What follows belongs to an exercise in optimizing a design on an open flow for small area, a short achievable clock period and few clock cycles per item; a production flow would make more cautious choices.
For this run, only the layout was checked, not whether the RTL still works.
Power figures rest on the tool's default switching activity, not on a simulated workload.

File: config.mk
export PLATFORM = sky130hd
export DESIGN_NAME = md_exec_unit
export DESIGN_NICKNAME = md_exec_unit
export VERILOG_FILES = /design/flow/design.v
export SDC_FILE = /design/flow/constraint.sdc
export NUM_CORES = 4
export LEC_CHECK = 0
export CAP_MARGIN = 20
export CORE_MARGIN = 2
export CORE_UTILIZATION = 40
export SLEW_MARGIN = 20
File: constraint.sdc
create_clock -name core_clock -period 5.5 [get_ports {clk}]
set_input_delay 1.1000 -clock core_clock [delete_from_list [all_inputs] [get_ports {clk}]]
set_output_delay 1.1000 -clock core_clock [all_outputs]
set_load 0.01 [all_outputs]
File: design.v
    localparam logic [3:0] MD_MUL    = 4'd0;
    localparam logic [3:0] MD_MULH   = 4'd1;
    localparam logic [3:0] MD_MULHSU = 4'd2;
    localparam logic [3:0] MD_MULHU  = 4'd3;
    localparam logic [3:0] MD_DIV    = 4'd4;
    localparam logic [3:0] MD_DIVU   = 4'd5;
    localparam logic [3:0] MD_REM    = 4'd6;
    localparam logic [3:0] MD_REMU   = 4'd7;
    localparam logic [3:0] MD_MULW   = 4'd8;
    localparam logic [3:0] MD_DIVW   = 4'd9;
    localparam logic [3:0] MD_DIVUW  = 4'd10;
    localparam logic [3:0] MD_REMW   = 4'd11;
    localparam logic [3:0] MD_REMUW  = 4'd12;
module md_sign_fix
(
    input  logic [63:0] hi,
    input  logic [63:0] lo,
    input  logic        sel_hi,
    input  logic        word,
    output logic [63:0] result
);
    logic [63:0] sel;
    always_comb begin
        sel    = sel_hi ? hi : lo;
        result = word ? {{32{sel[31]}}, sel[31:0]} : sel;
    end
endmodule
module md_exec_unit
(
    input  logic               clk,
    input  logic               reset,
    input  logic               req_valid,
    input  logic [3:0]         op,
    input  logic [63:0]        srca,
    input  logic [63:0]        srcb,
    input  logic               hold,
    input  logic               flush,
    output logic               exe_is_waiting,
    output logic               result_valid,
    output logic [63:0]        result
);
    localparam logic [3:0] MD_MUL    = 4'd0;
    localparam logic [3:0] MD_MULH   = 4'd1;
    localparam logic [3:0] MD_MULHSU = 4'd2;
    localparam logic [3:0] MD_MULHU  = 4'd3;
    localparam logic [3:0] MD_DIV    = 4'd4;
    localparam logic [3:0] MD_DIVU   = 4'd5;
    localparam logic [3:0] MD_REM    = 4'd6;
    localparam logic [3:0] MD_REMU   = 4'd7;
    localparam logic [3:0] MD_MULW   = 4'd8;
    localparam logic [3:0] MD_DIVW   = 4'd9;
    localparam logic [3:0] MD_DIVUW  = 4'd10;
    localparam logic [3:0] MD_REMW   = 4'd11;
    localparam logic [3:0] MD_REMUW  = 4'd12;
    logic s_aln, s_mul, s_div, s_res, s_fix, s_done;
    logic idle;
    logic [63:0] H;
    logic [64:0] L;
    logic [64:0] X;
    logic [5:0]  cnt;
    logic        cq;        
    logic        lastneg;   
    logic [6:0]  lza_q, lzb_q;
    logic [5:0]  shm_q;
    logic        f_mul, f_word, f_hi, f_neg, f_na, f_nb, f_swap, f_rem, f_bz;
    logic        f_negx;
    assign idle = ~(s_aln | s_mul | s_div | s_res | s_fix | s_done);
    logic        is_md, word, is_mul, is_rem, sa, sb, hi_sel;
    logic [63:0] ea, eb, ia, ib;
    logic        na, nb, accept, swap;
    logic [6:0]  lza, lzb, lzm;
    logic [5:0]  shm;
    md_lzc64 u_lza (.v(ia), .lz(lza));
    md_lzc64 u_lzb (.v(ib), .lz(lzb));
    always_comb begin
        is_md = ~(op[3] & op[2] & (op[1] | op[0]));
        word  = op[3];
        is_mul = 1'b0; is_rem = 1'b0; sa = 1'b0; sb = 1'b0; hi_sel = 1'b0;
        case (op)
            MD_MUL:    begin is_mul = 1'b1; sa = 1'b1; sb = 1'b1; end
            MD_MULH:   begin is_mul = 1'b1; sa = 1'b1; sb = 1'b1; hi_sel = 1'b1; end
            MD_MULHSU: begin is_mul = 1'b1; sa = 1'b1; hi_sel = 1'b1; end
            MD_MULHU:  begin is_mul = 1'b1; hi_sel = 1'b1; end
            MD_DIV:    begin sa = 1'b1; sb = 1'b1; hi_sel = 1'b1; end
            MD_DIVU:   begin hi_sel = 1'b1; end
            MD_REM:    begin sa = 1'b1; sb = 1'b1; is_rem = 1'b1; end
            MD_REMU:   begin is_rem = 1'b1; end
            MD_MULW:   begin is_mul = 1'b1; sa = 1'b1; sb = 1'b1; end
            MD_DIVW:   begin sa = 1'b1; sb = 1'b1; hi_sel = 1'b1; end
            MD_DIVUW:  begin hi_sel = 1'b1; end
            MD_REMW:   begin sa = 1'b1; sb = 1'b1; is_rem = 1'b1; end
            MD_REMUW:  begin is_rem = 1'b1; end
            default:   ;
        endcase
        ea = word ? {{32{sa & srca[31]}}, srca[31:0]} : srca;
        eb = word ? {{32{sb & srcb[31]}}, srcb[31:0]} : srcb;
        na = sa & ea[63];
        nb = sb & eb[63];
        ia = ea ^ {64{na}};
        ib = eb ^ {64{nb}};
        swap = lza < lzb;
        lzm  = swap ? lzb : lza;
        shm  = (lzm >= 7'd62) ? 6'd62 : {lzm[5:1], 1'b0};
        accept = idle & req_valid & is_md & ~flush;
    end
    logic        last, rneg, fixc, inv0, inv1, en1;
    logic [2:0]  dig;
    logic [66:0] r0, r1, r2, cs_s;
    logic [67:0] cs_c;
    logic [66:0] sum;
    logic        cin, cin2;
    logic [63:0] inc_in, inc_add, inc_out;
    logic        q;
    always_comb begin
        last = (cnt == 6'd0);
        rneg = L[64];
        fixc = s_fix & rneg;
        dig  = {H[63] & H[62] & lastneg, H[63] ^ (H[62] & lastneg), H[62] ^ lastneg};
        inv0 = s_fix ? (~rneg | f_na) : (~s_div & f_na);
        inv1 = s_div ? (~rneg ^ f_nb) : (f_nb ^ f_na);
        en1  = s_div | fixc;
        if (s_mul) begin
            r0 = {1'b0, L[63:0], (f_negx & ~dig[2]) ? dig[1:0] : {2{f_negx & dig[2]}}};
            r1 = dig[2] ? {1'b0, X[63:0], 2'b00}
               : (dig[1] ? {2'b00, X[63:0], 1'b0} : 67'd0);
            r2 = dig[0] ? {3'b000, X[63:0]} : 67'd0;
            cin  = f_negx & dig[2];
            cin2 = 1'b0;
        end else begin
            r0 = {{2{L[64]}}, L} ^ {67{inv0}};
            r1 = ({{2{X[64]}}, X} ^ {67{inv1}}) & {67{en1}};
            r2 = '0;
            cin  = s_div ? inv1 : (fixc ? (f_nb | f_na) : inv0);
            cin2 = fixc & f_na & ~f_nb;
        end
        cs_s = r0 ^ r1 ^ r2;
        cs_c = {(r0 & r1) | (r0 & r2) | (r1 & r2), cin2};
        sum  = cs_s + cs_c[66:0] + {66'd0, cin};
        q    = ~sum[64];
        inc_in  = s_fix ? ~H : H;
        inc_add = s_fix ? {63'd0, ~f_mul | (L[63:0] == 64'd0)} : {61'd0, cq, 2'b00};
        inc_out = inc_in + inc_add;
    end
    logic [5:0]  shd, sh;
    logic [7:0]  dd;
    logic [64:0] bin, bsh;
    logic        div_small;
    always_comb begin
        dd  = {1'b0, lzb_q} - {1'b0, lza_q} + {7'd0, f_na};
        div_small = dd[7];
        if (dd[6:0] > lzb_q)     shd = (lzb_q >= 7'd63) ? 6'd63 : lzb_q[5:0];
        else if (dd[6])          shd = 6'd63;
        else                     shd = dd[5:0];
        sh  = f_mul ? shm_q : shd;
        bin = (f_mul & ~f_swap) ? {1'b0, H} : X;
        bsh = bin << sh;
    end
    logic mul_end, div_end, fix_need;
    assign mul_end  = s_mul & last;
    assign div_end  = s_div & last;
    assign fix_need = f_rem ? (sum[64] | f_na) : f_neg;
    always_ff @(posedge clk or negedge reset) begin
        if (!reset) begin
            s_aln <= 1'b0; s_mul <= 1'b0; s_div <= 1'b0;
            s_res <= 1'b0; s_fix <= 1'b0; s_done <= 1'b0;
        end else if (flush) begin
            s_aln <= 1'b0; s_mul <= 1'b0; s_div <= 1'b0;
            s_res <= 1'b0; s_fix <= 1'b0; s_done <= 1'b0;
        end else begin
            s_aln  <= accept;
            s_mul  <= (s_aln & f_mul) | (s_mul & ~last);
            s_div  <= (s_aln & ~f_mul & ~f_bz & ~div_small) | (s_div & ~last);
            s_res  <= mul_end & f_hi & sum[66];
            s_fix  <= (mul_end & ~(f_hi & sum[66]) & f_neg)
                    | (s_res & f_neg)
                    | (div_end & fix_need);
            s_done <= (s_aln & ~f_mul & (f_bz | div_small))
                    | (mul_end & ~(f_hi & sum[66]) & ~f_neg)
                    | (s_res & ~f_neg)
                    | (div_end & ~fix_need)
                    | s_fix
                    | (s_done & hold);
        end
    end
    always_ff @(posedge clk) begin
        if (accept) begin
            H       <= ia;
            L       <= {1'b0, ea};
            X       <= {nb & ~is_mul, is_mul ? ib : eb};
            lza_q   <= lza;
            lzb_q   <= lzb;
            shm_q   <= shm;
            cnt     <= 6'd31 - {1'b0, shm[5:1]};
            lastneg <= (shm == 6'd62) & (swap ? nb : na);
            f_mul   <= is_mul;
            f_word  <= word;
            f_hi    <= hi_sel;
            f_rem   <= is_rem;
            f_na    <= na;
            f_nb    <= nb;
            f_bz    <= (eb == 64'd0);
            f_swap  <= swap;
            f_negx  <= swap ? na : nb;
            f_neg   <= is_rem ? na : (na ^ nb);
        end else if (s_aln) begin
            if (f_mul) begin
                H   <= bsh[63:0];
                if (f_swap) X <= {1'b0, H};
                L   <= '0;
                cq  <= 1'b0;
            end else if (f_bz) begin
                H   <= '1;
            end else if (div_small) begin
                H   <= '0;
            end else begin
                X   <= bsh;
                L   <= {1'b0, sum[63:0]};
                H   <= '0;
                cnt <= shd;
            end
        end else if (s_mul) begin
            H       <= {inc_out[61:0], sum[65:64]};
            L       <= {1'b0, sum[63:0]};
            cq      <= sum[66];
            lastneg <= (cnt == 6'd1) & (f_swap ? f_nb : f_na);
            cnt     <= cnt - 6'd1;
        end else if (s_div) begin
            L   <= sum[64:0];
            H   <= {H[62:0], q};
            if (!last) X <= {X[64], X[64:1]};
            cnt <= cnt - 6'd1;
        end else if (s_res) begin
            H   <= inc_out;
        end else if (s_fix) begin
            if (f_hi) H <= inc_out;
            else      L <= {1'b0, sum[63:0]};
        end
    end
    assign exe_is_waiting = (reset & req_valid & is_md & idle)
                          | s_aln | s_mul | s_div | s_res | s_fix;
    assign result_valid   = s_done;
    md_sign_fix u_out (
        .hi     (H),
        .lo     (L[63:0]),
        .sel_hi (f_hi),
        .word   (f_word),
        .result (result)
    );
endmodule
module md_lzc64
(
    input  logic [63:0] v,
    output logic [6:0]  lz
);
    logic [31:0] v1;  logic [31:0] p1;
    logic [15:0] v2;  logic [31:0] p2;
    logic [7:0]  v3;  logic [23:0] p3;
    logic [3:0]  v4;  logic [15:0] p4;
    logic [1:0]  v5;  logic [9:0]  p5;
    logic        v6;  logic [5:0]  p6;
    always_comb begin
        for (int i = 0; i < 32; i++) begin
            v1[i] = v[2*i+1] | v[2*i];
            p1[i] = ~v[2*i+1];
        end
        for (int i = 0; i < 16; i++) begin
            v2[i] = v1[2*i+1] | v1[2*i];
            p2[2*i +: 2] = v1[2*i+1] ? {1'b0, p1[2*i+1]} : {1'b1, p1[2*i]};
        end
        for (int i = 0; i < 8; i++) begin
            v3[i] = v2[2*i+1] | v2[2*i];
            p3[3*i +: 3] = v2[2*i+1] ? {1'b0, p2[2*(2*i+1) +: 2]} : {1'b1, p2[2*(2*i) +: 2]};
        end
        for (int i = 0; i < 4; i++) begin
            v4[i] = v3[2*i+1] | v3[2*i];
            p4[4*i +: 4] = v3[2*i+1] ? {1'b0, p3[3*(2*i+1) +: 3]} : {1'b1, p3[3*(2*i) +: 3]};
        end
        for (int i = 0; i < 2; i++) begin
            v5[i] = v4[2*i+1] | v4[2*i];
            p5[5*i +: 5] = v4[2*i+1] ? {1'b0, p4[4*(2*i+1) +: 4]} : {1'b1, p4[4*(2*i) +: 4]};
        end
        v6 = v5[1] | v5[0];
        p6 = v5[1] ? {1'b0, p5[9:5]} : {1'b1, p5[4:0]};
        lz = v6 ? {1'b0, p6} : 7'd64;
    end
endmodule
File: run.sh
#!/bin/bash
# synth_recipe.tcl (not shown) runs the flow's synth.tcl, then flattens the netlist and writes it again
# the make line also repeats each setting of config.mk as NAME=value (left out here)
make -C /OpenROAD-flow-scripts/flow DESIGN_CONFIG=/design/flow/config.mk WORK_HOME=/design/flow/orfs CLKGATE_MAP_FILE= SYNTH_SCRIPT=/design/flow/synth_recipe.tcl finish
==> impl_metrics.toml <==
[run_status]
outcome = "complete, but fails checks"
check-failures = "setup timing"

[drt]
vias_per_inst = 6.61
total_length_of_routed_wires_um = 226000
remaining_design_rule_violation_count = 0
drt_iter0_drc = 7133
detail_route.wl_per_cell_um = 32.9
route.vias.total = 45515
drt.antenna.violating_nets = 0
drtPass1Iterations = 9

[critical_path]
cp_data_required_time_ns = 5.92
r2r_setup_slack_ns = -0.25
arrival_ns = 6.18
regToRegStartpoint = "lza_q[0]$_DFFE_PP_"
worstSetupPathType = "flop to flop"
rr_worst_depth = 22
worst_r2r_endpoint = "H[56]$_DFFE_PP_"
critical_path.endpoint_type = "flop"
worstPathMaxFanout = 5
category_of_the_worst_setup_path_launch_point = "flop"

[placement]
postPlaceCellArea_um2 = 46500
globalplace.congestion = 1.07
port-buffer-count = 202
post-dp-hpwl_um = 179000

[floorplan]
num_rows = 110
placeableCoreArea_um2 = 90400
die_width_um = 307
die_area_um2 = 94000
initial_core_util_pct = 40.5
die_span_in_y_um = 307
pin_count = 203

[logic_synthesis]
synth.ff_latch_count = 237
avgSynthCellArea_um2 = 7.64
synth.lib_cells_used.distinct = 107
yosys_warnings = 3
ys_seq_area_share_pct = 19.3
most_instantiated_flip_flop_cell_in_the_synthesis_netlist = "sky130_fd_sc_hd__edfxtp_1"
synth-async-reset-ratio_pct = 2.53
synth-edff-count = 230
synthesis.nets = 5098
syn_area_um2 = 36600
synthCells = 4790

[layout]
nFillCells = 8556
final_layout_size_suffix_gt1_share_pct = 29.2
non_filler_cell_area_final_um2 = 51400
layout.cells.most_common_list = "sky130_fd_sc_hd__buf_4 (991), sky130_fd_sc_hd__nand2_1 (408), sky130_fd_sc_hd__nor2_1 (385)"
most_common_cell_after_layout_fill_and_taps_aside = "sky130_fd_sc_hd__buf_4"
insertedDiodeCount = 0
final_net_count = 5992
area.growth.synth_to_final_pct = 40.4

[sta]
timing.final.crit_period_ns = 5.75
final-max-slew-violation-count = 0
worst_pin_slew_ns = 1.23
tns_ns = -4.27
min_period_over_period_pct = 105
maxClockFrequency_mhz = 174
setup_viol_count_final = 48
rsz_0062_raised_after_global_routing = "true"
hold_violations = 0
clock-skew-final_ns = 0.0260
fin_ws_ns = -0.254
slew_headroom_pct = 17.1

[global_routing]
grt_pass1_vias = 42195
grt_antenna_before_repair = 6
grt_start_max_net_pins = 101
grtUsageTotal_pct = 45.8
global_route_wire_length_before_repair_um = 312000
globalRoute.totalOverflow = 0

[min_path]
hold_path.startpoint = "f_neg$_DFFE_PP_"
worst_hold_path.num_cells = 2
whs_endpoint = "s_fix$_DFF_PN0_"
hold_path.class = "flop to flop"

[clocking]
clkTransAtPathRegs_ns = 0.06
numClockSinks = 237
cts_hold_repair.buffers = 0
htreeDepth = 2
root_buffer = "sky130_fd_sc_hd__clkbuf_16"
cts-buffers-inserted = 35
cts_tree = "done"
clk_latency_ns = 0.58
cts.path.max_buffers = 3

[pwr]
power.leakage_nw = 20.4
vdd_ir_drop_max_mv = 0.187
power.density_nw_per_um2 = 311

[run]
max_cap_violations = 0
[registers in the layout, summed over array words and instances (netlist names), 5 cells and up]
| name | flops |
|---|---|
| L | 65 |
| lza_q | 7 |
| cnt | 6 |
| lzb_q | 7 |
| X | 65 |
| H | 64 |
| shm_q | 5 |
[logic make-up after synthesis]
family / Yosys count / synth area share, %
AOI/OAI and AO/OA: 1679 / 31.3
and+or+nand+nor: 1417 / 18.5
buffers and inverters: 639 / 7.00
xor gates and xnor gates: 407 / 9.77
muxes: 240 / 6.83
DFF: 237 / 19.3
adders and majority gates: 171 / 7.22
[critical path, cell delays in order (launching register included)]
cell	delay, ns
sky130_fd_sc_hd__edfxtp_1	0.42
sky130_fd_sc_hd__ha_4	0.29
sky130_fd_sc_hd__inv_2	0.04
sky130_fd_sc_hd__ha_4	0.16
sky130_fd_sc_hd__fa_2	0.36
sky130_fd_sc_hd__a211oi_2	0.27
sky130_fd_sc_hd__buf_4	0.15
sky130_fd_sc_hd__o21a_1	0.15
sky130_fd_sc_hd__ha_1	0.28
sky130_fd_sc_hd__a211oi_4	0.28
sky130_fd_sc_hd__o21bai_4	0.14
sky130_fd_sc_hd__o211a_4	0.32
sky130_fd_sc_hd__a211o_4	0.42
sky130_fd_sc_hd__buf_12	0.17
sky130_fd_sc_hd__a211oi_2	0.35
sky130_fd_sc_hd__a221oi_2	0.16
sky130_fd_sc_hd__o311ai_1	0.37
sky130_fd_sc_hd__buf_4	0.22
sky130_fd_sc_hd__o31ai_1	0.08
sky130_fd_sc_hd__buf_4	0.19
sky130_fd_sc_hd__o221a_2	0.36
sky130_fd_sc_hd__o221a_1	0.28
sky130_fd_sc_hd__a21oi_1	0.12
[synthesized netlist by cell type (74+ instances only)]
| master | n | area share [%] |
|---|---|---|
| sky130_fd_sc_hd__a21oi_1 | 409 | 5.6 |
| sky130_fd_sc_hd__clkbuf_1 | 357 | 3.7 |
| sky130_fd_sc_hd__edfxtp_1 | 230 | 19 |
| sky130_fd_sc_hd__ha_1 | 104 | 3.6 |
| sky130_fd_sc_hd__inv_1 | 173 | 1.8 |
| sky130_fd_sc_hd__mux2i_1 | 185 | 5.1 |
| sky130_fd_sc_hd__nand2_1 | 423 | 4.3 |
| sky130_fd_sc_hd__nand3_1 | 91 | 1.2 |
| sky130_fd_sc_hd__nor2_1 | 417 | 4.3 |
| sky130_fd_sc_hd__nor3_1 | 74 | 1.0 |
| sky130_fd_sc_hd__o21ai_0 | 322 | 4.4 |
| sky130_fd_sc_hd__o22ai_1 | 117 | 2.0 |
| sky130_fd_sc_hd__xnor2_1 | 249 | 6.0 |
| sky130_fd_sc_hd__xor2_1 | 157 | 3.8 |
[metrics by stage]
stage          instances  hold WS (ns)  setup slack (ns)  total power, W  utilization [%]
2_1_floorplan       4790         0.555            0.0196         0.00707                -
3_3_place_gp        6716         0.612            -0.616          0.0118             51.4
3_5_place_dp        6716         0.627            -0.662          0.0118             51.4
4_1_cts             6795         0.649           -0.0891          0.0145             53.7
5_1_grt             6885         0.675            -0.344          0.0164             56.9
6_report            6885         0.660            -0.254          0.0160             56.9
[worst max-delay path by stage]
| stage | end | slack (ns) | from | cells past startpoint |
|---|---|---|---|---|
| 4_1_cts | H[52]$_DFFE_PP_ | -0.09 | f_na$_DFFE_PP_ | 25 |
| 3_5_place_dp | H[41]$_DFFE_PP_ | -0.66 | f_na$_DFFE_PP_ | 23 |
| 2_1_floorplan | L[48]$_DFFE_PP_ | 0.02 | s_fix$_DFF_PN0_ | 26 |
| 6_report | H[56]$_DFFE_PP_ | -0.25 | lza_q[0]$_DFFE_PP_ | 22 |
| 3_3_place_gp | H[41]$_DFFE_PP_ | -0.62 | f_na$_DFFE_PP_ | 23 |
| 5_1_grt | H[58]$_DFFE_PP_ | -0.34 | lza_q[0]$_DFFE_PP_ | 28 |
[power breakdown]
part	switching [W]	total [W]	internal (W)
registers	0.000776	0.00321	0.00244
clock network	0.00102	0.00241	0.00139
logic	0.00586	0.0104	0.00450
total	0.00766	0.0160	0.00832
[final cells by class]
class                           count  area, µm²  area share (%)
Multi-Input combinational cell   3918      29600            57.6
Timing Repair Buffer             1314      11400            22.2
Sequential cell                   237       7090            13.8
Tap cell                         1176       1470            2.86
Clock buffer                       42        923            1.80
Inverter                          178        673            1.31
Clock inverter                     20        223           0.433
[routing by layer]
metal  part of all wire (%)  vias up  global-route usage (%)
met5                  0.032        -                       0
met4                    8.2       10                    29.8
met3                     12      719                    12.3
met2                     41     3126                    67.9
met1                     39    21929                    58.5
li1                       -    19731                       -
[what timing repair did]
| action | CTS | global route |
|---|---|---|
| setup endpoints to repair | 143 | 151 |
| setup buffers | 17 | 86 |
| gates cloned | 2 | 11 |
| pin swaps | 31 | 115 |
| gates resized for setup | 160 | 428 |

[port drivers added, routing unchanged]
Ports are ideal in the flow. The routed layout listed here was re-timed in OpenROAD.
Step 1 sets driving cells, clkbuf_16 on the clock port and buf_2 on the other inputs (assumed; they add their load-dependent delay and slew).
Step 2 moves the port delays by t, midway between the first and last clock arrival at a register: inputs arrive t later, outputs are due t later. That takes back most of the time a late clock gives input paths.
Three values: no drivers, after step 1, after step 2; two values: the first two.
t (ns): 0.650
setup slack, ns: -0.254 / -0.254 / -0.471
pins driven straight from the clock port: 1
For this run, drivers alone change the setup slack by 0.000 ns; drivers and shift together by -0.217 ns.
